Context: an optimization exercise on an open-source flow, tuned for small area and a short achievable clock period. The choices shown serve that exercise and are no tape-out recipe.
Function was checked by simulation only, so behaviour that the tests miss may differ from the original.
Power figures rest on the tool's default switching activity, not on a simulated workload.

===== design/flow/design.v =====
package heap_pkg;
	localparam int DATA_W = 16;
	typedef logic [DATA_W-1:0] data_t;
endpackage
`timescale 1ns/1ps
module streaming_heap (
	input  logic            clk,
	input  logic            rst,
	input  logic            fs,
	input  logic            rec_en,
	input  heap_pkg::data_t data_in,
	output heap_pkg::data_t data_out,
	output logic            out_valid,
	output logic            ready
);
	localparam int DW = heap_pkg::DATA_W;
	localparam int BW = DW / 2;
	function automatic [1:0] cmp8;
		input [7:0] a;
		input [7:0] b;
		reg [7:0] l;
		reg [7:0] g;
		reg t;
		integer i;
		integer w;
		begin
			l = ~a & b;
			g = ~a | b;
			for (w = 1; w < 8; w = w * 2)
				for (i = 0; i < 8; i = i + 2 * w)
				begin
					t = l[i+2*w-1];
					l[i+2*w-1] = t | (g[i+2*w-1] & l[i+w-1]);
					g[i+2*w-1] = t | (g[i+2*w-1] & g[i+w-1]);
				end
			cmp8 = {l[7], g[7]};
		end
	endfunction
	function automatic lt_lo;
		input [1:0] hi;
		input [7:0] a;
		input [7:0] b;
		reg [1:0] lo;
		begin
			lo = cmp8(a, b);
			lt_lo = hi[1] | (hi[0] & lo[1]);
		end
	endfunction
	function automatic lt;
		input [DW-1:0] a;
		input [DW-1:0] b;
		begin
			lt = lt_lo(cmp8(a[15:8], b[15:8]), a[7:0], b[7:0]);
		end
	endfunction
	logic          fs_s;
	logic          fs_d;
	logic [DW-1:0] din_q;
	logic          rec_q;
	logic          clr;
	logic [5:0]    ccnt;
	logic          accept;
	logic [2:0]    cnt;
	logic [2:0]    cnt_n;
	logic          clr_n;
	logic          ph;
	logic          sw;
	logic          pol;
	logic          pol1;
	logic          pol2;
	logic          pol3;
	always_ff @(posedge clk)
	begin
		din_q <= data_in;
		rec_q <= rec_en;
		if (rst)
		begin
			fs_s <= 1'b0;
			fs_d <= 1'b0;
			cnt <= '0;
		end
		else
		begin
			fs_s <= fs;
			fs_d <= fs_s;
			cnt <= cnt + 1'b1;
		end
	end
	always_ff @(posedge clk)
	begin
		if (rst)
		begin
			clr <= 1'b1;
			ccnt <= '0;
			ready <= 1'b0;
		end
		else if (clr)
		begin
			ccnt <= ccnt + 1'b1;
			if (&ccnt)
			begin
				clr <= 1'b0;
				ready <= 1'b1;
			end
		end
	end
	assign accept = fs_s & ~fs_d & ready;
	assign ph = cnt[0];
	assign cnt_n = rst ? 3'd0 : cnt + 1'b1;
	assign clr_n = rst | (clr & ~(&ccnt));
	assign sw = cnt[1];
	assign pol = cnt[2];
	always_ff @(posedge clk)
	begin
		pol1 <= pol;
		pol2 <= pol1;
		pol3 <= pol2;
	end
	logic [7:0]           sv;      
	logic [7:0][6:0]      sp;      
	logic [7:0][DW-1:0]   ss;      
	logic [7:0][DW-1:0]   sc0;     
	logic [7:0][DW-1:0]   sc1;     
	logic [7:0][1:0]      hc10;
	logic [7:0][1:0]      hc0s;
	logic [7:0][1:0]      hc1s;
	logic [7:0]           wbv;
	logic [7:0][6:0]      wba;
	logic [7:0][DW-1:0]   wbd;
	logic [7:0][DW-1:0]   wbn;     
	logic [248*BW-1:0]    ytap;
	logic [DW-1:0]   root;
	logic [2*DW-1:0] h1;
	logic [4*DW-1:0] h2;
	logic          in_less;
	logic          ins_pend;
	logic          go0;
	logic          r_gr;
	logic          r_wins;
	logic [DW-1:0] r_min;
	logic          r_vb;
	logic          r_grq;
	logic          r_lt10;
	logic          r_lt0s;
	logic          r_lt1s;
	logic [DW-1:0] l2c0;
	logic [DW-1:0] l2c1;
	assign in_less = lt(din_q, root);
	assign go0 = ins_pend & ~ph;
	always_ff @(posedge clk)
	begin
		if (rst)
		begin
			out_valid <= 1'b0;
			ins_pend <= 1'b0;
		end
		else
		begin
			out_valid <= accept;
			if (accept)
				ins_pend <= rec_q & ~in_less;
			else if (go0)
				ins_pend <= 1'b0;
		end
		data_out <= in_less ? din_q : root;
	end
	always_ff @(posedge clk)
	begin
		r_lt10 <= lt(h1[DW +: DW], h1[0 +: DW]);
		r_lt0s <= lt(h1[0 +: DW], din_q);
		r_lt1s <= lt(h1[DW +: DW], din_q);
	end
	assign r_gr = r_lt10;
	assign r_min = r_gr ? h1[DW +: DW] : h1[0 +: DW];
	assign r_wins = r_gr ? r_lt1s : r_lt0s;
	always_ff @(posedge clk)
	begin
		if (clr)
			root <= '0;
		else if (go0)
			root <= r_wins ? r_min : din_q;
	end
	always_ff @(posedge clk)
	begin
		if (rst)
			r_vb <= 1'b0;
		else
			r_vb <= go0 & r_wins;
		r_grq <= r_gr;
	end
	always_ff @(posedge clk)
	begin
		if (rst)
			sv[1] <= 1'b0;
		else
			sv[1] <= r_vb;
		if (r_vb)
		begin
			sp[1] <= 7'(r_grq);
			ss[1] <= din_q;
		end
		sc0[1] <= l2c0;
		sc1[1] <= l2c1;
		hc10[1] <= cmp8(l2c1[15:8], l2c0[15:8]);
		hc0s[1] <= cmp8(l2c0[15:8], din_q[15:8]);
		hc1s[1] <= cmp8(l2c1[15:8], din_q[15:8]);
	end
	assign l2c0 = r_grq ? h2[2*DW +: DW] : h2[0 +: DW];
	assign l2c1 = r_grq ? h2[3*DW +: DW] : h2[DW +: DW];
	for (genvar k = 1; k <= 6; k++)
	begin : g_st
		logic          gr;
		logic          wins;
		logic [DW-1:0] nv;
		logic          grq;
		logic          vb;
		assign gr = lt_lo(hc10[k], sc1[k][7:0], sc0[k][7:0]);
		assign wins = gr ? lt_lo(hc1s[k], sc1[k][7:0], ss[k][7:0])
		                 : lt_lo(hc0s[k], sc0[k][7:0], ss[k][7:0]);
		assign nv = wins ? (gr ? sc1[k] : sc0[k]) : ss[k];
		always_ff @(posedge clk)
		begin
			if (rst)
				vb <= 1'b0;
			else
				vb <= sv[k] & wins;
			grq <= gr;
		end
		if (k == 1) begin : g_w1
			always_ff @(posedge clk)
			begin
				for (int i = 0; i < 2; i++)
					if (clr || (sv[1] && sp[1][0] == 1'(i)))
						h1[i*DW +: DW] <= clr ? '0 : nv;
			end
		end
		else if (k == 2) begin : g_w2
			always_ff @(posedge clk)
			begin
				for (int i = 0; i < 4; i++)
					if (clr || (sv[2] && sp[2][1:0] == 2'(i)))
						h2[i*DW +: DW] <= clr ? '0 : nv;
			end
		end
		else begin : g_wb
			always_ff @(posedge clk)
			begin
				if (rst)
					wbv[k] <= 1'b0;
				else if (sv[k])
					wbv[k] <= 1'b1;
				if (sv[k])
				begin
					wba[k] <= sp[k];
					wbd[k] <= nv;
				end
			end
			assign wbn[k] = sv[k] ? nv : wbd[k];
		end
		if (k == 6) begin : g_leaf
			always_ff @(posedge clk)
			begin
				if (rst)
					wbv[7] <= 1'b0;
				else if (sv[6] & wins)
					wbv[7] <= 1'b1;
				if (sv[6] & wins)
				begin
					wba[7] <= 7'({sp[6][5:0], gr});
					wbd[7] <= ss[6];
				end
			end
			assign wbn[7] = (sv[6] & wins) ? ss[6] : wbd[7];
		end
		else begin : g_gc
			localparam int N = 1 << k;
			localparam int GL = k + 2;
			localparam int OFS = ((1 << GL) - 8) * BW;
			logic [4*BW-1:0] tap;
			logic [BW-1:0]   gh0;
			logic [BW-1:0]   gh1;
			logic [BW-1:0]   lo0;
			logic [BW-1:0]   lo1;
			logic [DW-1:0]   m0;
			logic [DW-1:0]   m1;
			logic [DW-1:0]   n0;
			logic [DW-1:0]   n1;
			logic [6:0]      a0;
			logic [6:0]      a1;
			always_comb
			begin
				tap = '0;
				for (int i = 0; i < N; i++)
					if (sp[k][k-1:0] == (k)'(i))
						tap = tap | ytap[OFS + 4*i*BW +: 4*BW];
			end
			logic [BW-1:0] s0;
			logic [BW-1:0] s1;
			assign s0 = ((ph ? grq : gr) ? tap[2*BW +: BW] : tap[0 +: BW]) ^ {{4{pol1}}, {4{pol3}}};
			assign s1 = ((ph ? grq : gr) ? tap[3*BW +: BW] : tap[BW +: BW]) ^ {{4{pol1}}, {4{pol3}}};
			always_ff @(posedge clk)
			begin
				gh0 <= sw ? s0 : {s0[3:0], s0[7:4]};
				gh1 <= sw ? s1 : {s1[3:0], s1[7:4]};
			end
			assign lo0 = sw ? {s0[3:0], s0[7:4]} : s0;
			assign lo1 = sw ? {s1[3:0], s1[7:4]} : s1;
			assign m0 = {gh0, lo0};
			assign m1 = {gh1, lo1};
			assign a0 = 7'({sp[k][k-1:0], grq, 1'b0});
			assign a1 = 7'({sp[k][k-1:0], grq, 1'b1});
			assign n0 = (wbv[GL] && wba[GL] == a0) ? wbd[GL] : m0;
			assign n1 = (wbv[GL] && wba[GL] == a1) ? wbd[GL] : m1;
			always_ff @(posedge clk)
			begin
				if (rst)
					sv[k+1] <= 1'b0;
				else
					sv[k+1] <= vb;
				sc0[k+1] <= n0;
				sc1[k+1] <= n1;
				hc10[k+1] <= cmp8(n1[15:8], n0[15:8]);
				hc0s[k+1] <= cmp8(n0[15:8], ss[k][15:8]);
				hc1s[k+1] <= cmp8(n1[15:8], ss[k][15:8]);
				if (vb)
				begin
					sp[k+1] <= 7'({sp[k][k-1:0], grq});
					ss[k+1] <= ss[k];
				end
			end
		end
	end
	for (genvar k = 3; k <= 7; k++)
	begin : g_mem
		localparam int N = 1 << k;
		localparam int OFS = (N - 8) * BW;
		logic [3:0]     wnib;
		logic [3:0]     wn;
		logic [N*4-1:0] w0;
		logic [N*4-1:0] w1;
		logic [N*4-1:0] w2;
		logic [N*4-1:0] w3;
		always_comb
		begin
			case (cnt_n[1:0])
				2'd0: wn = wbn[k][7:4];
				2'd1: wn = wbn[k][15:12];
				2'd2: wn = wbn[k][3:0];
				default: wn = wbn[k][11:8];
			endcase
			if (clr_n)
				wn = '0;
			wn = wn ^ {4{cnt_n[2]}};
		end
		always_ff @(posedge clk)
			wnib <= wn;
		always_ff @(posedge clk)
		begin
			for (int i = 0; i < N; i++)
			begin
				if (clr || (wbv[k] && wba[k][k-1:0] == (k)'(i)))
					w0[i*4 +: 4] <= wnib;
				else
					w0[i*4 +: 4] <= ~w3[i*4 +: 4];
			end
			w1 <= w0;
			w2 <= w1;
			w3 <= w2;
		end
		for (genvar i = 0; i < N; i++)
		begin : g_tap
			assign ytap[OFS + i*BW +: BW] = {w0[i*4 +: 4], w2[i*4 +: 4]};
		end
	end
endmodule

===== design/flow/run.sh =====
#!/bin/bash
# synth_recipe.tcl (not shown) runs the flow's synth.tcl, then flattens the netlist and writes it again
# the make line also repeats each setting of config.mk as NAME=value (left out here)
make -C /OpenROAD-flow-scripts/flow DESIGN_CONFIG=/design/flow/config.mk WORK_HOME=/design/flow/orfs CLKGATE_MAP_FILE= SYNTH_SCRIPT=/design/flow/synth_recipe.tcl finish

===== design/flow/config.mk =====
export PLATFORM = sky130hd
export DESIGN_NAME = streaming_heap
export DESIGN_NICKNAME = streaming_heap
export VERILOG_FILES = /design/flow/design.v
export SDC_FILE = /design/flow/constraint.sdc
export NUM_CORES = 4
export LEC_CHECK = 0
export ABC_AREA = 1
export CAP_MARGIN = 20
export CORE_MARGIN = 2
export CORE_UTILIZATION = 60
export CTS_CLUSTER_DIAMETER = 85
export CTS_CLUSTER_SIZE = 25
export SETUP_SLACK_MARGIN = 3.2
export SLEW_MARGIN = 20

===== design/flow/constraint.sdc =====
create_clock -name core_clock -period 6.0 [get_ports {clk}]
set_input_delay 1.2000 -clock core_clock [delete_from_list [all_inputs] [get_ports {clk}]]
set_output_delay 1.2000 -clock core_clock [all_outputs]
set_load 0.01 [all_outputs]

==> flow_summary.ini, run 1 <==
[timing]
fin_crit_sh = 0.5143
drv_slew = 0
timing.setup.tns_ns = 0
relSlewSlack = 0.08270
hold_violations = 0
rsz0062_at_grt = yes
worst_pin_slew_ns = 1.376
max_freq_mhz = 324.1
period_needed_ns = 3.086
clock_skew_ns = 0.08356
timing.final.setup_violations = 0
final.setup.worst_slack_ns = 2.914

[power_and_ir_drop]
ir_worst_vdd_uv = 319.6
leakagePower_nw = 65.18
p_sw_frac = 0.2714
p_switching_w = 0.01604
p_seq_frac = 0.593
p_clk_frac = 0.277
combPwrFrac = 0.130
p_int_w = 0.04306
p_per_area_mw_per_mm2 = 373.3

[placement]
dp_slack_ns = 1.503
gp_congestion = 0.9713
port-buffer-count = 37
dp_hpwl_um = 287200

[yosys]
syn_area_per_cell_um2 = 9.904
yosys-top-cells-count = dfxtp_1, nand2_1, o21ai_0, inv_1, nand3_1
synth_cell_types = 62
synthCells = 14113
yosysMostFrequentCell = dfxtp_1
yosys_warnings = 1
synth-seq-cells = 4707
synth_top_area_share = 0.6401
synth_area_leaders = dfxtp_1, nand2_1, edfxtp_1
ys.flop_type = dfxtp_1
syn_area_mm2 = 0.1398
ys_seq_area_frac = 0.6912
async_reset_ff_frac = 0
synth_nets = 14135
yosysTopAreaCell = dfxtp_1
synth-edff-count = 238

[grt]
groute.usage.overall = 0.3584
grt_max_degree = 161
antenna_found_initial = 20
grt_pass1_wl_um = 632000
grt_overflow = 0
grt_pass1_vias = 95792

[die]
chipHeight_um = 486.7
die_w_um = 486.7
dieArea_mm2 = 0.2368
ios = 38
num_rows = 177
start_util = 0.6023
fp.coreArea_mm2 = 0.2321

[detailed_routing]
wl_per_cell_um = 25.61
vias_per_cell = 5.808
finalWirelength_um = 448300
ant_nets = 0
drc = 0
dr.first_iter.drc_count = 12111
vias = 101663
drt_pass1_iterations = 7

[critical_path]
worstSetupEndpointType = register
cp.arrival_ns = 3.84
worstPathRequired_ns = 6.75
startpoint_type = register
critPathKind = reg -> reg
crit_fanout = 7

[clock_network]
clock_latency_ns = 0.93
cts_buffers = 212
clk_pin_slew_worst_paths_ns = 0.10
ctsLongestPathBuffers = 3
cts_tree = built
htree_levels = 4
cts.sinks = 4707
clockRootBuffer = clkbuf_16

[final_layout]
fillers = 17566
final_layout_size_suffix_gt1_frac = 0.1118
fin_nets = 14423
multi_input_area_mm2 = 0.04209
regArea_mm2 = 0.09666
synthToLayoutAreaGrowth_pct = 13.26

[hold_path]
min_path_type = reg -> reg

[outcome]
status = timing/DRC/antenna clean

[job]
drv_cap = 0
worst paths after layout:
check,start,endpoint,slack (ns),cells past startpoint
max,g_st[5].g_gc.a0[4],sc1[98],2.91,18
min,g_mem[7].w1[493],g_mem[7].w2[493],0.31,0
max reg2reg,g_st[5].g_gc.a0[4],sc1[98],2.91,18
min reg2reg,g_mem[7].w1[493],g_mem[7].w2[493],0.31,0
metal layers:
metal | GRT usage | vias to the layer above | part of all wire
li1 | - | 46827 | -
met1 | 0.4943 | 48480 | 0.41
met2 | 0.5497 | 5069 | 0.44
met3 | 0.06600 | 1267 | 0.093
met4 | 0.1649 | 20 | 0.056
met5 | 0 | - | 0.00029
cells by family (layout without fill, tap and decap cells):
family                   after synthesis  in the layout  share of synthesized area
buffers and inverters               1273           1601                    0.03559
multiplexers                          16             16                   0.001289
AND/OR/NAND/NOR                     5719           5730                     0.1671
other                                  0              8                          0
XOR/XNOR                              17             17                   0.001065
AO/OA/AOI/OAI                       2379           2380                     0.1035
adder cells (fa/ha/maj)                2              2                  0.0001790
flip-flops                          4707           4707                     0.6912
layout by cell type, fill, tap and decap left out, types with 143 or more instances in the layout:
| master | n |
|---|---|
| a22o_1 | 252 |
| buf_4 | 335 |
| clkbuf_16 | 238 |
| dfxtp_1 | 4441 |
| edfxtp_1 | 238 |
| inv_1 | 689 |
| nand2_1 | 3948 |
| nand3_1 | 567 |
| nor2_1 | 452 |
| o21ai_0 | 1233 |
| o21ai_1 | 143 |
cell type report:
type / instances / share of cell area
antenna: 8 / 0.0001265
clock buffer: 237 / 0.03476
clock inverter: 29 / 0.002995
inverter: 769 / 0.02104
multi-input combinational: 8145 / 0.2659
sequential: 4707 / 0.6106
tap: 3043 / 0.02405
timing repair buffer: 560 / 0.04019
timing repair inverter: 6 / 0.0003873
worst max-delay path: stages, from the launching register on:
cell and delay [ns]:
edfxtp_1 0.38, buf_6 0.19, buf_6 0.15, nor2_4 0.08
buf_12 0.14, nand3_4 0.13, clkinv_8 0.18, buf_16 0.22
a22o_1 0.21, nor2_1 0.11, nand4_1 0.22, nor2_4 0.26
nand2_2 0.10, nand2_2 0.08, nand2_2 0.06, nand3_2 0.14
nand2_2 0.13, nand2_1 0.08, nand2_1 0.04
state kept, by name, summed over array words and instances, names as in the netlist, 15 cells and up:
signal	cells
sc0	96
g_mem.w3	992
ss	96
g_mem.wnib	20
h2	64
g_mem.w1	992
wbd	80
g_mem.w2	992
din_q	16
g_mem.w0	992
g_st.g_gc.gh0	40
wba	25
root	16
g_st.g_gc.gh1	40
data_out	16
h1	32
sc1	96
g_st.g_gc.a0	15
per-stage QoR:
step | util | total power, W | area, um^2 | hold WS (ns) | instances
after global routing | 0.6820 | 0.06119 | 158300 | 0.3016 | 17499
after detailed placement | 0.6170 | 0.04178 | 143200 | 0.3121 | 16819
after global placement | 0.6169 | 0.04166 | 143200 | 0.3096 | 16817
after floorplan | - | 0.03954 | 139800 | 0.3096 | 14113
after CTS | 0.6611 | 0.05813 | 153400 | 0.2974 | 17282
final | 0.6821 | 0.05910 | 158300 | 0.3060 | 17504
what timing repair did:
| item | in CTS | in global routing |
|---|---|---|
| buffers inserted | 179 | 182 |
| hold buffers | 0 | 0 |
| cloned | 18 | 32 |
| pin swaps | 98 | 210 |
| resized for setup | 564 | 646 |
| endpoints found under the setup margin | 532 | 614 |
power by group through the flow:
| stage | Sequential (W) | Combinational (W) | Clock [W] |
|---|---|---|---|
| global placement | 0.0356 | 0.00603 | 0 |
| finish | 0.0351 | 0.00767 | 0.0164 |
| detailed placement | 0.0357 | 0.00612 | 0 |
| floorplan | 0.0351 | 0.00448 | 0 |
| global route | 0.0352 | 0.00839 | 0.0176 |
| CTS | 0.0350 | 0.00670 | 0.0165 |
==> run 2: changes to the inputs <==
--- a/design/flow/design.v
+++ b/design/flow/design.v
@@ -287,4 +287,2 @@
 			logic [DW-1:0]   n1;
-			logic [6:0]      a0;
-			logic [6:0]      a1;
 			always_comb
@@ -309,6 +307,20 @@
 			assign m1 = {gh1, lo1};
-			assign a0 = 7'({sp[k][k-1:0], grq, 1'b0});
-			assign a1 = 7'({sp[k][k-1:0], grq, 1'b1});
-			assign n0 = (wbv[GL] && wba[GL] == a0) ? wbd[GL] : m0;
-			assign n1 = (wbv[GL] && wba[GL] == a1) ? wbd[GL] : m1;
+			logic       fv;
+			logic [6:0] fa;
+			logic [3:0] hit;
+			if (GL == 7) begin : g_f7
+				assign fv = wbv[7];
+				assign fa = wba[7];
+			end
+			else begin : g_fn
+				assign fv = wbv[GL] | sv[GL];
+				assign fa = sv[GL] ? sp[GL] : wba[GL];
+			end
+			always_ff @(posedge clk)
+			begin
+				for (int j = 0; j < 4; j++)
+					hit[j] <= fv && fa[GL-1:0] == (GL)'({sp[k][k-1:0], 2'(j)});
+			end
+			assign n0 = (grq ? hit[2] : hit[0]) ? wbd[GL] : m0;
+			assign n1 = (grq ? hit[3] : hit[1]) ? wbd[GL] : m1;
 			always_ff @(posedge clk)
@@ -336,22 +348,52 @@
 		localparam int OFS = (N - 8) * BW;
-		logic [3:0]     wnib;
-		logic [3:0]     wn;
-		logic [N*4-1:0] w0;
-		logic [N*4-1:0] w1;
-		logic [N*4-1:0] w2;
-		logic [N*4-1:0] w3;
+		localparam int LB = k / 2;
+		localparam int HB = k - LB;
+		logic [3:0]      wnib;
+		logic [3:0]      wn;
+		logic [N*4-1:0]  w0;
+		logic [N*4-1:0]  w1;
+		logic [N*4-1:0]  w2;
+		logic [N*4-1:0]  w3;
+		logic            ec;
+		logic            ev;
+		logic [6:0]      ea;
+		logic [DW-1:0]   ed;
+		logic [1:0]      eph;
+		logic            epol;
+		logic [(1<<HB)-1:0] weh;
+		logic [(1<<LB)-1:0] wel;
+		if (k == 7) begin : g_e7
+			assign ec = clr;
+			assign ev = wbv[7];
+			assign ea = wba[7];
+			assign ed = wbd[7];
+		end
+		else begin : g_en
+			assign ec = clr_n;
+			assign ev = wbv[k] | sv[k];
+			assign ea = sv[k] ? sp[k] : wba[k];
+			assign ed = wbn[k];
+		end
+		assign eph = cnt_n[1:0];
+		assign epol = cnt_n[2];
 		always_comb
 		begin
-			case (cnt_n[1:0])
-				2'd0: wn = wbn[k][7:4];
-				2'd1: wn = wbn[k][15:12];
-				2'd2: wn = wbn[k][3:0];
-				default: wn = wbn[k][11:8];
+			case (eph)
+				2'd0: wn = ed[7:4];
+				2'd1: wn = ed[15:12];
+				2'd2: wn = ed[3:0];
+				default: wn = ed[11:8];
 			endcase
-			if (clr_n)
+			if (ec)
 				wn = '0;
-			wn = wn ^ {4{cnt_n[2]}};
+			wn = wn ^ {4{epol}};
 		end
 		always_ff @(posedge clk)
+		begin
 			wnib <= wn;
+			for (int j = 0; j < (1 << HB); j++)
+				weh[j] <= ec || (ev && ea[k-1:LB] == (HB)'(j));
+			for (int j = 0; j < (1 << LB); j++)
+				wel[j] <= ec || ea[LB-1:0] == (LB)'(j);
+		end
 		always_ff @(posedge clk)
@@ -360,3 +402,3 @@
 			begin
-				if (clr || (wbv[k] && wba[k][k-1:0] == (k)'(i)))
+				if (weh[i >> LB] && wel[i & ((1 << LB) - 1)])
 					w0[i*4 +: 4] <= wnib;
--- a/design/flow/config.mk
+++ b/design/flow/config.mk
@@ -10,3 +10,3 @@
 export CORE_MARGIN = 2
-export CORE_UTILIZATION = 60
+export CORE_UTILIZATION = 55
 export CTS_CLUSTER_DIAMETER = 85
==> flow_summary.ini, run 2 <==
[outcome]
status = timing/DRC/antenna clean

[timing]
final.setup.worst_slack_ns = 2.967
clock_skew_ns = 0.08080
worst_pin_slew_ns = 1.256
fin_crit_sh = 0.5056
rsz0062_at_grt = yes
timing.final.setup_violations = 0
max_freq_mhz = 329.7
hold_violations = 0
period_needed_ns = 3.033
relSlewSlack = 0.1616
timing.setup.tns_ns = 0
drv_slew = 0

[grt]
grt_max_degree = 81
groute.usage.overall = 0.3342
grt_overflow = 0
grt_pass1_vias = 94156
grt_pass1_wl_um = 640000
antenna_found_initial = 18

[final_layout]
fillers = 20629
final_layout_size_suffix_gt1_frac = 0.1019
synthToLayoutAreaGrowth_pct = 12.30
fin_cells = 17728
fin_nets = 14313
final_core_utilization = 0.6213
mostFrequentLayoutCells = dfxtp_1, nand2_1, nor2_1
mostFrequentLayoutCell = dfxtp_1

[yosys]
synthCells = 14059
yosys_warnings = 1
synth_cell_types = 59
synth-edff-count = 236
yosysMostFrequentCell = dfxtp_1
yosysTopAreaCell = dfxtp_1
async_reset_ff_frac = 0
ys.flop_type = dfxtp_1
synth_area_leaders = dfxtp_1, nand2_1, edfxtp_1
synth_nets = 14081
yosys-top-cells-count = dfxtp_1, nand2_1, nor2_1, a21oi_1, inv_1
synth_top_area_share = 0.6482
synth-seq-cells = 4793
syn_area_mm2 = 0.1407
syn_area_per_cell_um2 = 10.01
ys_seq_area_frac = 0.6986

[die]
chipHeight_um = 509.8
ios = 38
num_rows = 185
fp.coreArea_mm2 = 0.2544
die_w_um = 509.8
start_util = 0.5532
dieArea_mm2 = 0.2599

[power_and_ir_drop]
ir_worst_vdd_uv = 362.3
total_power_w = 0.06113
p_per_area_mw_per_mm2 = 386.8
leakagePower_nw = 67.33

[job]
drv_cap = 0

[critical_path]
cpPeakStageDelay_ns = 0.46
slowest_stage = edfxtp_1
startpoint_type = register
crit_fanout = 5
path_buf_inv = 8
worstSetupEndpointType = register
cp.arrival_ns = 3.88
cp_top_family = simple AND/OR/NAND/NOR gates
ff2ff_setup_slack_ns = 2.97
crit_top_cell = buf_6
worstPathRequired_ns = 6.85
critPathKind = reg -> reg
worstPathCellList = buf_4 -> buf_6 -> buf_6 -> nor2_4 -> buf_6 -> nand3_4 -> clkinvlp_4 -> buf_12 -> buf_8 -> buf_6 -> nand2_1 -> nand4_1 -> nor2_2 -> nand3_2 -> o21ai_4 -> nand2_1 -> nand2_2 -> nand3_2 -> nand2_2 -> nand2_2 -> nand2_1

[clock_network]
ctsLongestPathBuffers = 3
cts_tree = built
clock_latency_ns = 0.93
cts.sinks = 4793
cts_buffers = 216
htree_levels = 4
clockRootBuffer = clkbuf_16
clk_pin_slew_worst_paths_ns = 0.10

[placement]
dp_hpwl_um = 300500
dpl.cell_count = 17077
dp_slack_ns = 1.698
gp_congestion = 0.9535
port-buffer-count = 37

[hold_path]
min_path_type = reg -> reg

[detailed_routing]
drc = 0
wl_per_cell_um = 25.42
finalWirelength_um = 450700
vias = 99876
vias_per_cell = 5.634
dr.first_iter.drc_count = 10154
drt_pass1_iterations = 8
ant_nets = 0
==> run 2: cell count changes in the layout (fill, tap and decap cells not counted), moves of 31 or more <==
cell,delta
dfxtp_1,+78
or2_2,+62
nor2_1,+950
nand3_2,-31
nand2_1,-972
a21oi_1,+986
o21ai_0,-884
o21ai_1,-100
o21ai_2,-64
==> run 2: cell type report <==
| type | instances | area, um^2 | share of cell area |
|---|---|---|---|
| diodes | 10 | 25.02 | 0.0001583 |
| clock buffers | 240 | 5559 | 0.03517 |
| clock inverters | 39 | 651.9 | 0.004125 |
| inverters | 748 | 3065 | 0.01940 |
| multi-input cells | 8013 | 40600 | 0.2569 |
| flip-flops and latches | 4793 | 98390 | 0.6226 |
| well taps | 3366 | 4212 | 0.02665 |
| repair buffers | 511 | 5470 | 0.03461 |
| repair inverters | 8 | 65.06 | 0.0004117 |
==> run 2: through the flow <==
stage                     cell area [um^2]  hold WS (ns)
after global placement              144400        0.3095
after CTS                           155200        0.2893
after detailed placement            144400        0.3121
after global routing                158000        0.3032
after floorplan                     140700        0.3096
final                               158000        0.2929
==> run 2: worst register-to-register path, stage by stage (launching register included) <==
cell,delay [ns]
edfxtp_1,0.46
buf_4,0.15
buf_6,0.11
buf_6,0.10
nor2_4,0.06
buf_6,0.15
nand3_4,0.10
clkinvlp_4,0.10
buf_12,0.16
buf_8,0.14
buf_6,0.13
nand2_1,0.06
nand4_1,0.20
nor2_2,0.20
nand3_2,0.10
o21ai_4,0.26
nand2_1,0.11
nand2_2,0.10
nand3_2,0.09
nand2_2,0.12
nand2_2,0.05
nand2_1,0.05
==> run 2: kinds of logic (layout without fill, tap and decap cells) <==
kind of cell	count (synthesis)	after routing	share of synthesized area
AND/OR/NAND/NOR	5695	5704	0.1658
multiplexers	17	17	0.001351
flip-flops	4793	4793	0.6986
buffers and inverters	1262	1546	0.03486
other	0	10	0
adder cells (fa/ha/maj)	2	2	0.0001778
XOR/XNOR	22	22	0.001369
AO/OA/AOI/OAI	2268	2268	0.09788
==> run 2: metal layers <==
layer  wire (um)  global-route usage  vias to the layer above  part of all wire
met2      198600              0.5198                     4204              0.44
met1      195300              0.4727                    48369              0.43
met5         269                   0                        -           0.00060
li1            -                   -                    46440                 -
met3       36100             0.04970                      857             0.080
met4       20420              0.1264                        6             0.045
==> run 2: final timing paths <==
kind | end | startpoint | cells past startpoint
max | sc1[96] | sp[37] | 21
min | g_mem[7].w2[329] | g_mem[7].w1[329] | 0
max reg2reg | sc1[96] | sp[37] | 21
min reg2reg | g_mem[7].w2[329] | g_mem[7].w1[329] | 0
==> run 2: power by group <==
| group | internal (W) | total, W | switching [W] |
|---|---|---|---|
| clock network | 0.00687 | 0.0168 | 0.00998 |
| logic | 0.00288 | 0.00858 | 0.00570 |
| registers | 0.0344 | 0.0357 | 0.00132 |
| total | 0.0441 | 0.0611 | 0.0170 |
==> run 2: repair_timing <==
action	4_1_cts	5_1_grt
hold buffers	0	0
setup buffers	210	115
gates cloned	18	19
endpoints found under the setup margin	445	303
hold endpoints to repair	0	0
pin swaps	151	153
resized for setup	578	408
==> run 3: changes to the inputs <==
--- a/design/flow/design.v
+++ b/design/flow/design.v
@@ -120,2 +120,3 @@
 	logic [7:0][6:0]      sp;      
+	logic [7:0][31:0]     rsel;    
 	logic [7:0][DW-1:0]   ss;      
@@ -199,2 +200,3 @@
 			sp[1] <= 7'(r_grq);
+			rsel[1] <= {30'd0, r_grq, ~r_grq};
 			ss[1] <= din_q;
@@ -291,14 +293,19 @@
 				for (int i = 0; i < N; i++)
-					if (sp[k][k-1:0] == (k)'(i))
+					if (rsel[k][i])
 						tap = tap | ytap[OFS + 4*i*BW +: 4*BW];
 			end
-			logic [BW-1:0] s0;
-			logic [BW-1:0] s1;
-			assign s0 = ((ph ? grq : gr) ? tap[2*BW +: BW] : tap[0 +: BW]) ^ {{4{pol1}}, {4{pol3}}};
-			assign s1 = ((ph ? grq : gr) ? tap[3*BW +: BW] : tap[BW +: BW]) ^ {{4{pol1}}, {4{pol3}}};
+			logic [4*BW-1:0] tp;
+			logic [4*BW-1:0] g4;
+			logic [BW-1:0]   s0;
+			logic [BW-1:0]   s1;
+			assign tp = tap ^ {4{{4{pol1}}, {4{pol3}}}};
 			always_ff @(posedge clk)
 			begin
-				gh0 <= sw ? s0 : {s0[3:0], s0[7:4]};
-				gh1 <= sw ? s1 : {s1[3:0], s1[7:4]};
+				for (int j = 0; j < 4; j++)
+					g4[j*BW +: BW] <= sw ? tp[j*BW +: BW] : {tp[j*BW +: 4], tp[j*BW+4 +: 4]};
 			end
+			assign gh0 = grq ? g4[2*BW +: BW] : g4[0 +: BW];
+			assign gh1 = grq ? g4[3*BW +: BW] : g4[BW +: BW];
+			assign s0 = grq ? tp[2*BW +: BW] : tp[0 +: BW];
+			assign s1 = grq ? tp[3*BW +: BW] : tp[BW +: BW];
 			assign lo0 = sw ? {s0[3:0], s0[7:4]} : s0;
@@ -339,2 +346,7 @@
 					sp[k+1] <= 7'({sp[k][k-1:0], grq});
+					for (int i = 0; i < N && k < 5; i++)
+					begin
+						rsel[k+1][2*i] <= rsel[k][i] & ~grq;
+						rsel[k+1][2*i+1] <= rsel[k][i] & grq;
+					end
 					ss[k+1] <= ss[k];
==> flow_summary.ini, run 3 <==
[outcome]
status = timing/DRC/antenna clean

[final_layout]
fin_nets = 14207
fillers = 22193
final_cell_area_mm2 = 0.1584
mostFrequentLayoutCell = dfxtp_1
final_layout_size_suffix_gt1_frac = 0.06025
mostFrequentLayoutCells = dfxtp_1, nand2_1, nor2_1
synthToLayoutAreaGrowth_pct = 8.174

[grt]
groute.usage.overall = 0.3060
grt_max_degree = 151
grt_pass1_vias = 95646
antenna_found_initial = 11
grt_overflow = 0
grt_pass1_wl_um = 625300

[detailed_routing]
drc = 0
ant_nets = 0
dr.first_iter.drc_count = 9582
vias_per_cell = 5.552
finalWirelength_um = 427000
vias = 98816
drt_pass1_iterations = 25
wl_per_cell_um = 23.99

[die]
start_util = 0.5525
ios = 38
die_w_um = 520.0
fp.coreArea_mm2 = 0.2651
chipHeight_um = 520.0
num_rows = 189
dieArea_mm2 = 0.2704

[timing]
hold_violations = 0
rsz0062_at_grt = yes
worst_pin_slew_ns = 1.210
fin_crit_sh = 0.4587
hold_ws_ns = 0.3000
timing.setup.tns_ns = 0
period_needed_ns = 2.752
clock_skew_ns = 0.07929
timing.final.setup_violations = 0
final.setup.worst_slack_ns = 3.248
max_freq_mhz = 363.4
relSlewSlack = 0.1930
drv_slew = 0

[critical_path]
cp.arrival_ns = 3.57
crit_fanout = 32
rr_endpoint = sc0[101]
worstSetupEndpointType = register
startpoint_type = register
rr_worst_depth = 10
worstPathRequired_ns = 6.82
ff2ff_setup_slack_ns = 3.25
critPathKind = reg -> reg
rr_startpoint = rsel[177]

[clock_network]
htree_levels = 4
postCtsHoldBufs = 0
clockRootBuffer = clkbuf_16
cts_buffers = 232
cts_tree = built
ctsLongestPathBuffers = 4
cts.sinks = 4934
clock_latency_ns = 0.94
clk_pin_slew_worst_paths_ns = 0.10

[hold_path]
min_path_type = reg -> reg
min_path_cells = 0
hold_path_end = g_mem[4].w2[42]
hold_start = g_mem[4].w1[42]

[yosys]
async_reset_ff_frac = 0
yosys_warnings = 1
yosys-top-cells-count = dfxtp_1, nand2_1, nor2_1, a21oi_1, inv_1
synth_nets = 14279
ys_seq_area_frac = 0.6947
synth_cell_types = 63
syn_area_per_cell_um2 = 10.27
synth-edff-count = 297
synth_top_area_share = 0.6338
synth-seq-cells = 4934
yosysTopAreaCell = dfxtp_1
syn_area_mm2 = 0.1465
synth_area_leaders = dfxtp_1, nand2_1, edfxtp_1
synthCells = 14257
ys.flop_type = dfxtp_1
yosysMostFrequentCell = dfxtp_1

[job]
drv_cap = 0

[placement]
post_dp_cell_area_mm2 = 0.1499
gp_congestion = 0.9155
dp_slack_ns = 2.300
dp_hpwl_um = 286500
port-buffer-count = 37

[power_and_ir_drop]
ir_worst_vdd_uv = 350.1
leakagePower_nw = 67.10
p_per_area_mw_per_mm2 = 401.7
total_power_w = 0.06364
==> run 3: changes by cell type in the layout (fill, tap and decap cells not counted), moves of 62 or more <==
cell     delta
nor4_1     +62
buf_4      -99
nand3_1    +72
a22o_1    +269
nand2_1   -417
o21ai_0   +291
xor2_1     +83
dfxtp_1    +90
==> run 3: power breakdown <==
part | switching, W | internal, W | total, W
sequential | 0.00140 | 0.0355 | 0.0369
clock | 0.0102 | 0.00725 | 0.0174
combinational | 0.00618 | 0.00309 | 0.00927
total | 0.0178 | 0.0459 | 0.0636
==> run 3: worst max-delay path: stages (launching register included) <==
cell and delay (ns):
edfxtp_1 0.39, buf_6 0.26, a22o_1 0.25, nor2_1 0.30
nand2_1 0.12, nor4_2 0.54, nand3_1 0.23, nand3_1 0.19
nand3_1 0.09, nand3_1 0.11, o21ai_0 0.08
==> run 3: through the flow <==
stage | cells | utilization
3_3_place_gp | 17351 | 0.5653
6_report | 17797 | 0.5976
5_1_grt | 17796 | 0.5976
3_5_place_dp | 17352 | 0.5653
4_1_cts | 17709 | 0.5924
2_1_floorplan | 14257 | -
==> run 3: how the worst max path moves through the flow <==
stage,from,endpoint,slack (ns),cells past startpoint
CTS,rsel[163],sc0[103],3.20,12
global route,ss[103],g_mem[6].wnib[2],3.17,18
finish,rsel[177],sc0[101],3.25,10
detailed placement,rst,g_mem[7].wnib[0],2.30,9
global placement,rst,g_mem[7].wnib[1],1.91,8
floorplan,rst,g_mem[7].wnib[2],3.25,9
==> run 3: logic make-up after synthesis <==
logic type | synth area share
AO/OA/AOI/OAI | 0.1173
flip-flops | 0.6947
XOR/XNOR | 0.006519
adder cells (fa/ha/maj) | 0.0001708
multiplexers | 0.0004784
buffers and inverters | 0.03651
AND/OR/NAND/NOR | 0.1443
==> run 3: area by class of cell <==
type / instances / area [um^2] / area share
timing repair inverter: 3 / 15.01 / 0.00009477
clock inverter: 35 / 455.4 / 0.002875
inverter: 749 / 2853 / 0.01801
clock buffer: 272 / 5997 / 0.03785
multi-input combinational: 7963 / 40030 / 0.2527
antenna: 6 / 15.01 / 0.00009477
tap: 3533 / 4420 / 0.02790
sequential: 4934 / 101800 / 0.6426
timing repair buffer: 302 / 2828 / 0.01785
==> run 3: routing by layer <==
layer | part of all wire | vias to the layer above | track usage
met4 | 0.033 | 4 | 0.09258
met3 | 0.063 | 637 | 0.03557
met2 | 0.46 | 3311 | 0.4915
met1 | 0.45 | 47776 | 0.4353
li1 | - | 47088 | -
met5 | 0.000052 | - | 0
==> run 3: what timing repair did <==
action | 4_1_cts | 5_1_grt
setup buffers | 46 | 73
resized for setup | 94 | 138
endpoints found under the hold margin | 0 | 0
endpoints found under the setup margin | 271 | 201
cloned | 4 | 9
pin swaps | 19 | 24
==> run 4: changes to the inputs <==
--- a/design/flow/config.mk
+++ b/design/flow/config.mk
@@ -13,3 +13,3 @@
 export CTS_CLUSTER_SIZE = 25
-export SETUP_SLACK_MARGIN = 3.2
+export SETUP_SLACK_MARGIN = 3.35
 export SLEW_MARGIN = 20
==> flow_summary.ini, run 4 <==
[outcome]
status = timing/DRC/antenna clean

[timing]
rsz0062_at_grt = yes
max_freq_mhz = 358.4
fin_crit_sh = 0.4650
period_needed_ns = 2.790
hold_violations = 0
relSlewSlack = 0.2200
worst_pin_slew_ns = 1.168
drv_slew = 0
final.setup.worst_slack_ns = 3.210
clock_skew_ns = 0.05448
timing.final.setup_violations = 0
timing.setup.tns_ns = 0

[yosys]
syn_area_mm2 = 0.1465
synth_area_leaders = dfxtp_1, nand2_1, edfxtp_1
synth_cell_types = 63
synth_nets = 14279
synth-edff-count = 297
synth-seq-cells = 4934
yosys_warnings = 1
yosysMostFrequentCell = dfxtp_1
async_reset_ff_frac = 0
synthCells = 14257
syn_area_per_cell_um2 = 10.27
ys.flop_type = dfxtp_1
yosys-top-cells-count = dfxtp_1, nand2_1, nor2_1, a21oi_1, inv_1
yosysTopAreaCell = dfxtp_1
synth_top_area_share = 0.6338
ys_seq_area_frac = 0.6947

[critical_path]
rr_worst_depth = 13
cpPeakStageDelay_ns = 0.43
crit_fanout = 6
cp.arrival_ns = 3.62
startpoint_type = register
critPathKind = reg -> reg
worstPathCellList = buf_12 -> buf_12 -> buf_16 -> a22o_1 -> a21oi_2 -> nand4_1 -> nor3_4 -> nand4_1 -> or2_4 -> nand3_4 -> nand3_2 -> nand3_2 -> nand2_1
worstSetupEndpointType = register
slowest_stage = edfxtp_1
worstPathRequired_ns = 6.83

[job]
drv_cap = 0

[final_layout]
mostFrequentLayoutCells = dfxtp_1, nand2_1, nor2_1
fin_nets = 14311
final_core_utilization = 0.6056
final_layout_size_suffix_gt1_frac = 0.07959
mostFrequentLayoutCell = dfxtp_1
synthToLayoutAreaGrowth_pct = 9.624

[power_and_ir_drop]
combPwrFrac = 0.155
leakagePower_nw = 68.03
p_sw_frac = 0.2809
p_seq_frac = 0.575
total_power_w = 0.06424
p_per_area_mw_per_mm2 = 400.1
ir_worst_vdd_uv = 296.4
p_switching_w = 0.01804
p_int_w = 0.04620
p_clk_frac = 0.270

[die]
start_util = 0.5525
die_w_um = 520.0
fp.coreArea_mm2 = 0.2651
num_rows = 189
ios = 38
dieArea_mm2 = 0.2704
chipHeight_um = 520.0

[grt]
top_usage_layer = met2
antenna_found_initial = 13
groute.usage.overall = 0.3083
gr-usage-met1 = 0.4454
grt_pass1_wl_um = 627600
use_met2 = 0.4887
use_met3 = 0.03221
grt_overflow = 0
grt_pass1_vias = 94972
grt_max_degree = 177

[clock_network]
ctsLongestPathBuffers = 4
postCtsHoldBufs = 0
clock_latency_ns = 0.95
cts_tree = built
clk_pin_slew_worst_paths_ns = 0.10
cts.sinks = 4934
cts_buffers = 226
htree_levels = 4
clockRootBuffer = clkbuf_16

[detailed_routing]
drt_pass1_iterations = 23
vias = 99886
finalWirelength_um = 432900
vias_per_cell = 5.580
wl_per_cell_um = 24.18
dr.first_iter.drc_count = 9570
ant_nets = 0
drc = 0

[placement]
dp_slack_ns = 1.928
dp_hpwl_um = 290600
port-buffer-count = 37
gp_congestion = 0.9189

[hold_path]
min_path_type = reg -> reg
min_path_cells = 0
[run 4: final timing paths]
kind / startpoint / endpoint / slack, ns
worst min-delay path: g_mem[6].w1[17] / g_mem[6].w2[17] / 0.30
worst max register to register: rsel[164] / sc1[96] / 3.21
worst max-delay path: rsel[164] / sc1[96] / 3.21
worst min register to register: g_mem[6].w1[17] / g_mem[6].w2[17] / 0.30
[run 4: cell families (layout without fill, tap and decap cells)]
group | count (synthesis) | after routing | share of synthesized area
AOI/OAI and AO/OA | 2768 | 2768 | 0.1173
xor gates and xnor gates | 109 | 109 | 0.006519
adders and majority gates | 2 | 2 | 0.0001708
buffers and inverters | 1364 | 1457 | 0.03651
DFF | 4934 | 4934 | 0.6947
muxes | 7 | 7 | 0.0004784
other | 0 | 6 | 0
and+or+nand+nor | 5073 | 5084 | 0.1443
[run 4: timing repair]
item / 4_1_cts / 5_1_grt
setup endpoints to repair: 346 / 218
pin swaps: 47 / 120
buffers inserted: 97 / 107
gates cloned: 8 / 16
resized for setup: 262 / 354
[run 4: stage by stage]
stage	instance area [um^2]	instances	hold slack (ns)
5_1_grt	160500	17898	0.3114
6_report	160500	17900	0.2981
3_3_place_gp	150000	17366	0.3095
4_1_cts	158100	17771	0.3025
3_5_place_dp	150000	17366	0.3121
2_1_floorplan	146500	14257	0.3096
[run 4: layout make-up]
class | count | area, um^2
Antenna cell | 6 | 15.01
Clock buffer | 275 | 5998
Clock inverter | 25 | 336.6
Fill cell | 22088 | 104500
Inverter | 749 | 2861
Multi-Input combinational cell | 7970 | 40930
Sequential cell | 4934 | 101800
Tap cell | 3533 | 4420
Timing Repair Buffer | 404 | 4145
Timing Repair inverter | 4 | 22.52
[run 4: layer usage]
layer	routed length, um	vias to the layer above
met5	0	-
met4	14630	0
met1	194900	48452
li1	-	47294
met3	28680	672
met2	194600	3468
[run 4: critical path: cells and delay by family, from the launching register on]
family                 cells  cell delay, ns
and+or+nand+nor            8            1.42
buffers and inverters      3            0.44
DFF                        1            0.43
AOI/OAI and AO/OA          2            0.35
[run 4: power groups by stage]
stage               clock network (W)  registers, W  logic (W)
floorplan                           0        0.0369    0.00630
global placement                    0        0.0375    0.00838
detailed placement                  0        0.0376    0.00844
CTS                            0.0176        0.0368    0.00884
global route                   0.0187        0.0371     0.0110
finish                         0.0174        0.0369    0.00996
==> run 5: changes to the inputs <==
--- a/design/flow/config.mk
+++ b/design/flow/config.mk
@@ -10,6 +10,6 @@
 export CORE_MARGIN = 2
-export CORE_UTILIZATION = 55
+export CORE_UTILIZATION = 62
 export CTS_CLUSTER_DIAMETER = 85
 export CTS_CLUSTER_SIZE = 25
-export SETUP_SLACK_MARGIN = 3.35
+export SETUP_SLACK_MARGIN = 3.2
 export SLEW_MARGIN = 20
==> flow_summary.ini, run 5 <==
[outcome]
status = timing/DRC/antenna clean

[critical_path]
cp-endpoint = sc1[54]
rr_endpoint = sc1[54]
cp_top_family = flip-flops
startpoint_type = register
rr_startpoint = pol1
cp.arrival_ns = 3.53
critPathKind = reg -> reg
rr_worst_depth = 9
cpPeakStageDelay_ns = 0.79
worstPathRequired_ns = 6.78
worstPathCellList = inv_2 -> buf_4 -> xor2_1 -> inv_1 -> nand2_1 -> o21ai_0 -> nand2_1 -> nand3_1 -> o21ai_0
worstSetupEndpointType = register
path_buf_inv = 3
cp.depth = 9
slowest_stage = dfxtp_4
cp-startpoint = pol1
ff2ff_setup_slack_ns = 3.25
crit_fanout = 33

[yosys]
synthCells = 14257
synth_cell_types = 63
synth-edff-count = 297
synth_nets = 14279
ys_seq_area_frac = 0.6947
synth_top_area_share = 0.6338
syn_area_mm2 = 0.1465
syn_area_per_cell_um2 = 10.27
synth-seq-cells = 4934
yosysMostFrequentCell = dfxtp_1
yosys-top-cells-count = dfxtp_1, nand2_1, nor2_1, a21oi_1, inv_1
yosys_warnings = 1
yosysTopAreaCell = dfxtp_1
ys.flop_type = dfxtp_1
async_reset_ff_frac = 0
synth_area_leaders = dfxtp_1, nand2_1, edfxtp_1

[clock_network]
clockRootBuffer = clkbuf_16
cts_buffers = 220
cts_tree = built
ctsLongestPathBuffers = 3
cts.sinks = 4934
clock_latency_ns = 0.94
htree_levels = 4
postCtsHoldBufs = 0
clk_pin_slew_worst_paths_ns = 0.10

[timing]
max_freq_mhz = 363.4
final.setup.worst_slack_ns = 3.248
drv_slew = 0
rsz0062_at_grt = yes
fin_crit_sh = 0.4586
worst_pin_slew_ns = 1.230
hold_violations = 0
timing.setup.tns_ns = 0
period_needed_ns = 2.752
relSlewSlack = 0.1788
timing.final.setup_violations = 0
clock_skew_ns = 0.08398
hold_ws_ns = 0.2646

[grt]
groute.usage.overall = 0.3327
grt_pass1_vias = 96204
grt_overflow = 0
grt_pass1_wl_um = 609100
antenna_found_initial = 12
grt_max_degree = 177

[final_layout]
mostFrequentLayoutCell = dfxtp_1
final_layout_size_suffix_gt1_frac = 0.05598
synthToLayoutAreaGrowth_pct = 7.399
mostFrequentLayoutCells = dfxtp_1, nand2_1, nor2_1
fin_nets = 14151
final_cell_area_mm2 = 0.1573

[detailed_routing]
vias_per_cell = 5.760
wl_per_cell_um = 23.78
drt_pass1_iterations = 6
drc = 0
dr.first_iter.drc_count = 10131
finalWirelength_um = 412600
vias = 99960
ant_nets = 0

[placement]
post_dp_cell_area_mm2 = 0.1494
dp_hpwl_um = 278200
dp_slack_ns = 1.653
port-buffer-count = 37
gp_congestion = 0.9285

[job]
drv_cap = 0

[die]
num_rows = 178
die_w_um = 490.0
ios = 38
chipHeight_um = 490.0
dieArea_mm2 = 0.2401
fp.coreArea_mm2 = 0.2350
start_util = 0.6233

[hold_path]
min_path_cells = 0
hold_start = g_mem[7].w1[281]
min_path_type = reg -> reg

[power_and_ir_drop]
p_per_area_mw_per_mm2 = 400.3
leakagePower_nw = 66.76
ir_worst_vdd_uv = 409.3
[run 5: cell type report]
| cell class | instances | area, um^2 |
|---|---|---|
| tap | 3150 | 3941 |
| inverter | 749 | 2845 |
| clock inverter | 27 | 486.7 |
| timing repair inverter | 2 | 12.51 |
| fill | 18108 | 77670 |
| sequential | 4934 | 101800 |
| clock buffer | 267 | 5777 |
| antenna | 3 | 7.507 |
| timing repair buffer | 262 | 2412 |
| multi-input combinational | 7960 | 39990 |
[run 5: worst min-delay path by stage]
stage / end / slack, ns
after floorplan: g_mem[3].w2[0] / 0.31
after global placement: g_mem[7].w2[430] / 0.31
after detailed placement: g_mem[7].w2[104] / 0.31
after CTS: g_mem[7].w2[281] / 0.25
after global routing: g_mem[7].w2[281] / 0.26
final: g_mem[7].w2[281] / 0.26
[run 5: kinds of logic after synthesis]
group / after synthesis / synth area share
AO/OA/AOI/OAI: 2768 / 0.1173
XOR/XNOR: 109 / 0.006519
adder cells (fa/ha/maj): 2 / 0.0001708
buffers and inverters: 1364 / 0.03651
flip-flops: 4934 / 0.6947
multiplexers: 7 / 0.0004784
AND/OR/NAND/NOR: 5073 / 0.1443
[run 5: metrics by stage]
stage,utilization,power (W),std cells
final,0.6694,0.06296,17354
after floorplan,-,0.04323,14257
after detailed placement,0.6357,0.04597,16962
after CTS,0.6648,0.06258,17296
after global placement,0.6357,0.04585,16962
after global routing,0.6694,0.06539,17353
[run 5: metal layers]
metal,GRT usage,share of wire
met5,0,0.00011
met4,0.09925,0.034
met3,0.05316,0.077
met2,0.5249,0.45
met1,0.4737,0.44
[run 5: power by group]
group          switching [W]  leakage, nW  total [W]  internal, W
Combinational        0.00604         22.9    0.00897      0.00294
Sequential           0.00143         40.9     0.0370       0.0355
Clock                 0.0101         3.03     0.0170      0.00696
[run 5: what timing repair did]
action / CTS / global route
setup endpoints to repair: 312 / 217
cloned: 2 / 3
setup buffers: 38 / 52
pin swaps: 16 / 34
gates resized for setup: 84 / 135
==> run 6: changes to the inputs <==
--- a/design/flow/config.mk
+++ b/design/flow/config.mk
@@ -10,3 +10,3 @@
 export CORE_MARGIN = 2
-export CORE_UTILIZATION = 62
+export CORE_UTILIZATION = 65
 export CTS_CLUSTER_DIAMETER = 85
==> flow_summary.ini, run 6 <==
[critical_path]
cp_top_family = simple AND/OR/NAND/NOR gates
crit_fanout = 24
rr_endpoint = sc0[98]
cp.arrival_ns = 3.65
cp-startpoint = rsel[175]
worstPathCellList = buf_4 -> a22o_1 -> nor4_1 -> nand4_1 -> or2_2 -> nand3_1 -> nand3_1 -> nand3_1 -> o21ai_0
rr_startpoint = rsel[175]
worstSetupEndpointType = register
cpPeakStageDelay_ns = 0.48
critPathKind = reg -> reg
cp.depth = 9
path_buf_inv = 1
slowest_stage = edfxtp_1
ff2ff_setup_slack_ns = 3.13
startpoint_type = register
rr_worst_depth = 9
crit_top_cell = nand3_1
worstPathRequired_ns = 6.78

[timing]
max_freq_mhz = 348.1
hold_ws_ns = 0.2811
fin_crit_sh = 0.4788
timing.final.setup_violations = 0
timing.setup.tns_ns = 0
clock_skew_ns = 0.08241
hold_violations = 0
relSlewSlack = 0.1832
worst_pin_slew_ns = 1.224
period_needed_ns = 2.873
drv_slew = 0
rsz0062_at_grt = yes

[clock_network]
htree_levels = 4
clk_pin_slew_worst_paths_ns = 0.10
clock_latency_ns = 0.93
clockRootBuffer = clkbuf_16
cts.sinks = 4934
cts_tree = built
ctsLongestPathBuffers = 3
cts_buffers = 219

[die]
chipHeight_um = 478.7
start_util = 0.6525
num_rows = 174
fp.coreArea_mm2 = 0.2245
die_w_um = 478.7
dieArea_mm2 = 0.2291
ios = 38

[yosys]
syn_area_mm2 = 0.1465
synthCells = 14257
synth_top_area_share = 0.6338
yosys-top-cells-count = dfxtp_1, nand2_1, nor2_1, a21oi_1, inv_1
yosys_warnings = 1
synth_nets = 14279
ys.flop_type = dfxtp_1
yosysTopAreaCell = dfxtp_1
synth-seq-cells = 4934
synth-edff-count = 297
synth_area_leaders = dfxtp_1, nand2_1, edfxtp_1
yosysMostFrequentCell = dfxtp_1
async_reset_ff_frac = 0
syn_area_per_cell_um2 = 10.27
synth_cell_types = 63
ys_seq_area_frac = 0.6947

[hold_path]
min_path_cells = 0
min_path_type = reg -> reg
hold_path_end = g_mem[6].w2[101]
hold_start = g_mem[6].w1[101]

[placement]
dp_hpwl_um = 273800
post_dp_cell_area_mm2 = 0.1491
port-buffer-count = 37
gp_congestion = 0.9776

[outcome]
status = timing/DRC/antenna clean

[final_layout]
fin_nets = 14149
fillers = 16582
final_cell_area_mm2 = 0.1568
final_layout_size_suffix_gt1_frac = 0.05406
final_core_utilization = 0.6987
mostFrequentLayoutCell = dfxtp_1
mostFrequentLayoutCells = dfxtp_1, nand2_1, nor2_1
synthToLayoutAreaGrowth_pct = 7.078

[power_and_ir_drop]
p_seq_frac = 0.587
p_clk_frac = 0.269
p_sw_frac = 0.2780
combPwrFrac = 0.144
p_switching_w = 0.01748
ir_worst_vdd_uv = 334.0
p_per_area_mw_per_mm2 = 401.0
p_int_w = 0.04540
leakagePower_nw = 66.63

[grt]
grt_pass1_vias = 96660
grt_pass1_wl_um = 605200
groute.usage.overall = 0.3469
antenna_found_initial = 11
grt_max_degree = 178
grt_overflow = 0

[detailed_routing]
wl_per_cell_um = 23.74
drt_pass1_iterations = 6
drc = 0
vias_per_cell = 5.832
dr.first_iter.drc_count = 10327
finalWirelength_um = 408400
ant_nets = 0
vias = 100324

[job]
drv_cap = 0
## run 6: cell counts after synthesis
Identical to the previous run, type by type.
## run 6: power groups by stage
stage	logic [W]	clock network (W)	registers, W
detailed placement	0.00835	0	0.0376
global placement	0.00827	0	0.0375
floorplan	0.00630	0	0.0369
finish	0.00905	0.0169	0.0369
global route	0.0100	0.0181	0.0371
CTS	0.00858	0.0170	0.0369
## run 6: worst max-delay path by stage
stage | end
after floorplan | g_mem[7].wnib[2]
after global placement | g_mem[7].wnib[1]
after detailed placement | g_mem[7].wnib[1]
after CTS | sc0[101]
after global routing | ins_pend
final | sc0[98]
## run 6: repair_timing
item	in CTS	in global routing
hold buffers	0	0
buffers inserted	40	57
resized for setup	83	97
pin swaps	14	20
endpoints found under the setup margin	244	201
gates cloned	1	4
## run 6: final cells by class
| class | count | area, um^2 | area share |
|---|---|---|---|
| repair inverters | 3 | 17.52 | 0.0001117 |
| well taps | 2992 | 3744 | 0.02387 |
| repair buffers | 260 | 2306 | 0.01470 |
| multi-input cells | 7960 | 39850 | 0.2541 |
| inverters | 749 | 2854 | 0.01820 |
| clock buffers | 277 | 5793 | 0.03694 |
| diodes | 2 | 5.005 | 0.00003191 |
| clock inverters | 24 | 451.7 | 0.002880 |
| flip-flops and latches | 4934 | 101800 | 0.6492 |
## run 6: kinds of logic (layout without fill, tap and decap cells)
| family | count (synthesis) | count (layout) | share of synthesized area |
|---|---|---|---|
| XOR/XNOR | 109 | 109 | 0.006519 |
| other | 0 | 2 | 0 |
| AO/OA/AOI/OAI | 2768 | 2768 | 0.1173 |
| buffers and inverters | 1364 | 1313 | 0.03651 |
| AND/OR/NAND/NOR | 5073 | 5074 | 0.1443 |
| flip-flops | 4934 | 4934 | 0.6947 |
| adder cells (fa/ha/maj) | 2 | 2 | 0.0001708 |
| multiplexers | 7 | 7 | 0.0004784 |
## run 6: metrics by stage
stage,total power (W),setup WS [ns],instances
6_report,0.06288,3.127,17201
5_1_grt,0.06528,3.167,17200
4_1_cts,0.06244,3.201,17138
3_5_place_dp,0.04594,1.731,16796
3_3_place_gp,0.04581,1.800,16796
2_1_floorplan,0.04323,3.253,14257
## run 6: metal layers
metal / track usage / wire length [um]
met5: 0 / 26
met4: 0.1380 / 18470
met3: 0.05012 / 33380
met2: 0.5482 / 183100
met1: 0.4840 / 173400
## run 6: worst register-to-register path, delay by kind of cell (launching register included)
family,cells,cell delay (ns)
compound gates,2,0.40
simple gates,6,1.51
buf+inv,1,0.34
flops,1,0.48
==> run 7: changes to the inputs <==
--- a/design/flow/config.mk
+++ b/design/flow/config.mk
@@ -10,6 +10,6 @@
 export CORE_MARGIN = 2
-export CORE_UTILIZATION = 65
-export CTS_CLUSTER_DIAMETER = 85
-export CTS_CLUSTER_SIZE = 25
-export SETUP_SLACK_MARGIN = 3.2
+export CORE_UTILIZATION = 58
+export CTS_CLUSTER_DIAMETER = 88
+export CTS_CLUSTER_SIZE = 26
+export SETUP_SLACK_MARGIN = 3.1
 export SLEW_MARGIN = 20
==> flow_summary.ini, run 7 <==
[outcome]
status = timing/DRC/antenna clean

[placement]
post_dp_cell_area_mm2 = 0.1496
port-buffer-count = 37
dpl.cell_count = 17162
dp_hpwl_um = 285800
gp_congestion = 0.9405

[critical_path]
crit_fanout = 32
cp.arrival_ns = 3.69
critPathKind = reg -> reg
startpoint_type = register
worstPathRequired_ns = 6.82
worstSetupEndpointType = register

[clock_network]
clock_latency_ns = 0.94
ctsLongestPathBuffers = 3
cts.sinks = 4934
clk_pin_slew_worst_paths_ns = 0.10
htree_levels = 4
postCtsHoldBufs = 0
clockRootBuffer = clkbuf_16
cts_tree = built
cts_buffers = 216

[power_and_ir_drop]
leakagePower_nw = 66.52
p_int_w = 0.04532
p_clk_frac = 0.270
p_seq_frac = 0.587
ir_worst_vdd_uv = 320.0
p_sw_frac = 0.2792
combPwrFrac = 0.142
p_switching_w = 0.01756
p_per_area_mw_per_mm2 = 400.7

[grt]
grt_overflow = 0
grt_max_degree = 145
antenna_found_initial = 12
grt_pass1_wl_um = 618200
groute.usage.overall = 0.3193
grt_pass1_vias = 94814

[detailed_routing]
finalWirelength_um = 419700
vias_per_cell = 5.659
wl_met2_um = 190300
vias = 99292
ant_nets = 0
wl_met3_um = 26810
drt_pass1_iterations = 7
dr.first_iter.drc_count = 9981
wl_met1_um = 186800
drc = 0
wl_per_cell_um = 23.92
top_layer = met5

[timing]
hold_violations = 0
relSlewSlack = 0.2194
timing.final.setup_violations = 0
worst_pin_slew_ns = 1.159
max_freq_mhz = 348.9
clock_skew_ns = 0.08434
rsz0062_at_grt = yes
timing.setup.tns_ns = 0
fin_crit_sh = 0.4777
period_needed_ns = 2.866
drv_slew = 0

[die]
start_util = 0.5831
ios = 38
chipHeight_um = 506.5
num_rows = 184
die_w_um = 506.5
dieArea_mm2 = 0.2565
fp.coreArea_mm2 = 0.2512

[final_layout]
mostFrequentLayoutCell = dfxtp_1
synthToLayoutAreaGrowth_pct = 7.135
fin_nets = 14138
fin_cells = 17545
fillers = 20403
final_layout_size_suffix_gt1_frac = 0.05242
final_cell_area_mm2 = 0.1569
mostFrequentLayoutCells = dfxtp_1, nand2_1, nor2_1

[hold_path]
min_path_type = reg -> reg

[yosys]
ys_seq_area_frac = 0.6947
yosys-top-cells-count = dfxtp_1, nand2_1, nor2_1, a21oi_1, inv_1
synth-seq-cells = 4934
synth_cell_types = 63
syn_area_per_cell_um2 = 10.27
yosysMostFrequentCell = dfxtp_1
synth_area_leaders = dfxtp_1, nand2_1, edfxtp_1
synth_nets = 14279
synth-edff-count = 297
async_reset_ff_frac = 0
synth_top_area_share = 0.6338
syn_area_mm2 = 0.1465
ys.flop_type = dfxtp_1
synthCells = 14257
yosys_warnings = 1
yosysTopAreaCell = dfxtp_1

[job]
drv_cap = 0
run 7: cell counts after synthesis:
Identical to the previous run, type by type.
run 7: repair_timing:
action	in CTS	in global routing
cloned	3	2
setup endpoints to repair	205	165
endpoints found under the hold margin	0	0
buffers inserted	42	37
pin swaps	15	18
gates resized for setup	59	67
run 7: cell families (layout without fill, tap and decap cells):
group / after synthesis / count (layout) / share of synthesized area
flip-flops: 4934 / 4934 / 0.6947
multiplexers: 7 / 8 / 0.0004784
AND/OR/NAND/NOR: 5073 / 5074 / 0.1443
buffers and inverters: 1364 / 1298 / 0.03651
adder cells (fa/ha/maj): 2 / 2 / 0.0001708
other: 0 / 4 / 0
AO/OA/AOI/OAI: 2768 / 2768 / 0.1173
XOR/XNOR: 109 / 109 / 0.006519
run 7: area by class of cell:
| class | instances | area, um^2 | share of cell area |
|---|---|---|---|
| flip-flops and latches | 4934 | 101800 | 0.6488 |
| multi-input cells | 7961 | 39720 | 0.2532 |
| clock buffers | 258 | 5635 | 0.03592 |
| well taps | 3348 | 4189 | 0.02670 |
| inverters | 749 | 2844 | 0.01813 |
| repair buffers | 251 | 2103 | 0.01340 |
| clock inverters | 37 | 583.1 | 0.003716 |
| repair inverters | 3 | 15.01 | 0.00009569 |
| diodes | 4 | 10.01 | 0.00006379 |
run 7: per-layer routing:
metal,GRT usage,vias up
li1,-,46883
met1,0.4534,47984
met2,0.5098,3685
met3,0.03615,738
met4,0.1084,2
met5,0,-
run 7: worst paths after layout:
path,from,to,slack [ns],cells past startpoint
setup / recovery,rsel[186],sc1[99],3.13,10
hold reg to reg,g_mem[6].w2[16],g_mem[6].w3[16],0.30,0
hold / removal,g_mem[6].w2[16],g_mem[6].w3[16],0.30,0
setup reg to reg,rsel[186],sc1[99],3.13,10
run 7: stage by stage:
| stage | power [W] | hold slack, ns | setup slack, ns | utilization |
|---|---|---|---|---|
| 6_report | 0.06287 | 0.3031 | 3.134 | 0.6247 |
| 5_1_grt | 0.06545 | 0.3042 | 3.077 | 0.6247 |
| 4_1_cts | 0.06269 | 0.2947 | 3.102 | 0.6225 |
| 3_5_place_dp | 0.04604 | 0.3121 | 2.411 | 0.5956 |
| 3_3_place_gp | 0.04594 | 0.3096 | 2.442 | 0.5956 |
| 2_1_floorplan | 0.04323 | 0.3096 | 3.112 | - |
run 7: power groups by stage:
| stage | Combinational [W] | Sequential (W) | Clock [W] |
|---|---|---|---|
| floorplan | 0.00630 | 0.0369 | 0 |
| global placement | 0.00834 | 0.0376 | 0 |
| detailed placement | 0.00840 | 0.0376 | 0 |
| CTS | 0.00860 | 0.0369 | 0.0172 |
| finish | 0.00894 | 0.0369 | 0.0170 |
| global route | 0.00994 | 0.0371 | 0.0184 |
run 7: critical path, stage by stage (launching register included):
cell	delay, ns
edfxtp_1	0.38
buf_4	0.36
a22o_1	0.29
nor4_1	0.59
nand4_1	0.20
buf_4	0.22
or2_2	0.30
nand3_1	0.12
nand3_1	0.10
nand3_1	0.12
nand2_1	0.06

-- afterwards: timing with drivers on the ports --
In the flow no input, the clock included, has a driving cell. The finished layouts below were timed again as built, in two steps.
Step 1 (the two cells are an assumption about what drives the block):
set clk [get_ports {clk}]
set_driving_cell -lib_cell sky130_fd_sc_hd__clkbuf_16 $clk
set_driving_cell -lib_cell sky130_fd_sc_hd__buf_2 [delete_from_list [all_inputs] $clk]
Step 2 times the ports against the registers' clock, not the clock port: input delays grow and output delays shrink by t, the midpoint of the rising clock arrivals with the driver on.
Three values: no drivers, after step 1, after step 2; two values: the first two.
| run | shift t [ns] | setup slack, ns | slew at the worst register clock pin (ns) |
|---|---|---|---|
| run 1 | 0.986 | 2.914 / 2.914 / 2.608 | 0.11 / 0.11 |
| run 2 | 0.982 | 2.967 / 2.967 / 2.396 | 0.10 / 0.10 |
| run 3 | 1.006 | 3.248 / 3.168 / 2.589 | 0.11 / 0.11 |
| run 4 | 1.022 | 3.210 / 3.210 / 2.642 | 0.11 / 0.11 |
| run 5 | 0.982 | 3.248 / 3.194 / 2.571 | 0.11 / 0.11 |
| run 6 | 0.978 | 3.127 / 3.127 / 2.339 | 0.11 / 0.11 |
| run 7 | 0.993 | 3.134 / 3.111 / 2.500 | 0.11 / 0.11 |
After both steps every run listed still meets setup and hold. The setup slack of run 6, which loses most, moves by 0.000 ns with the drivers and by -0.788 ns with both steps.
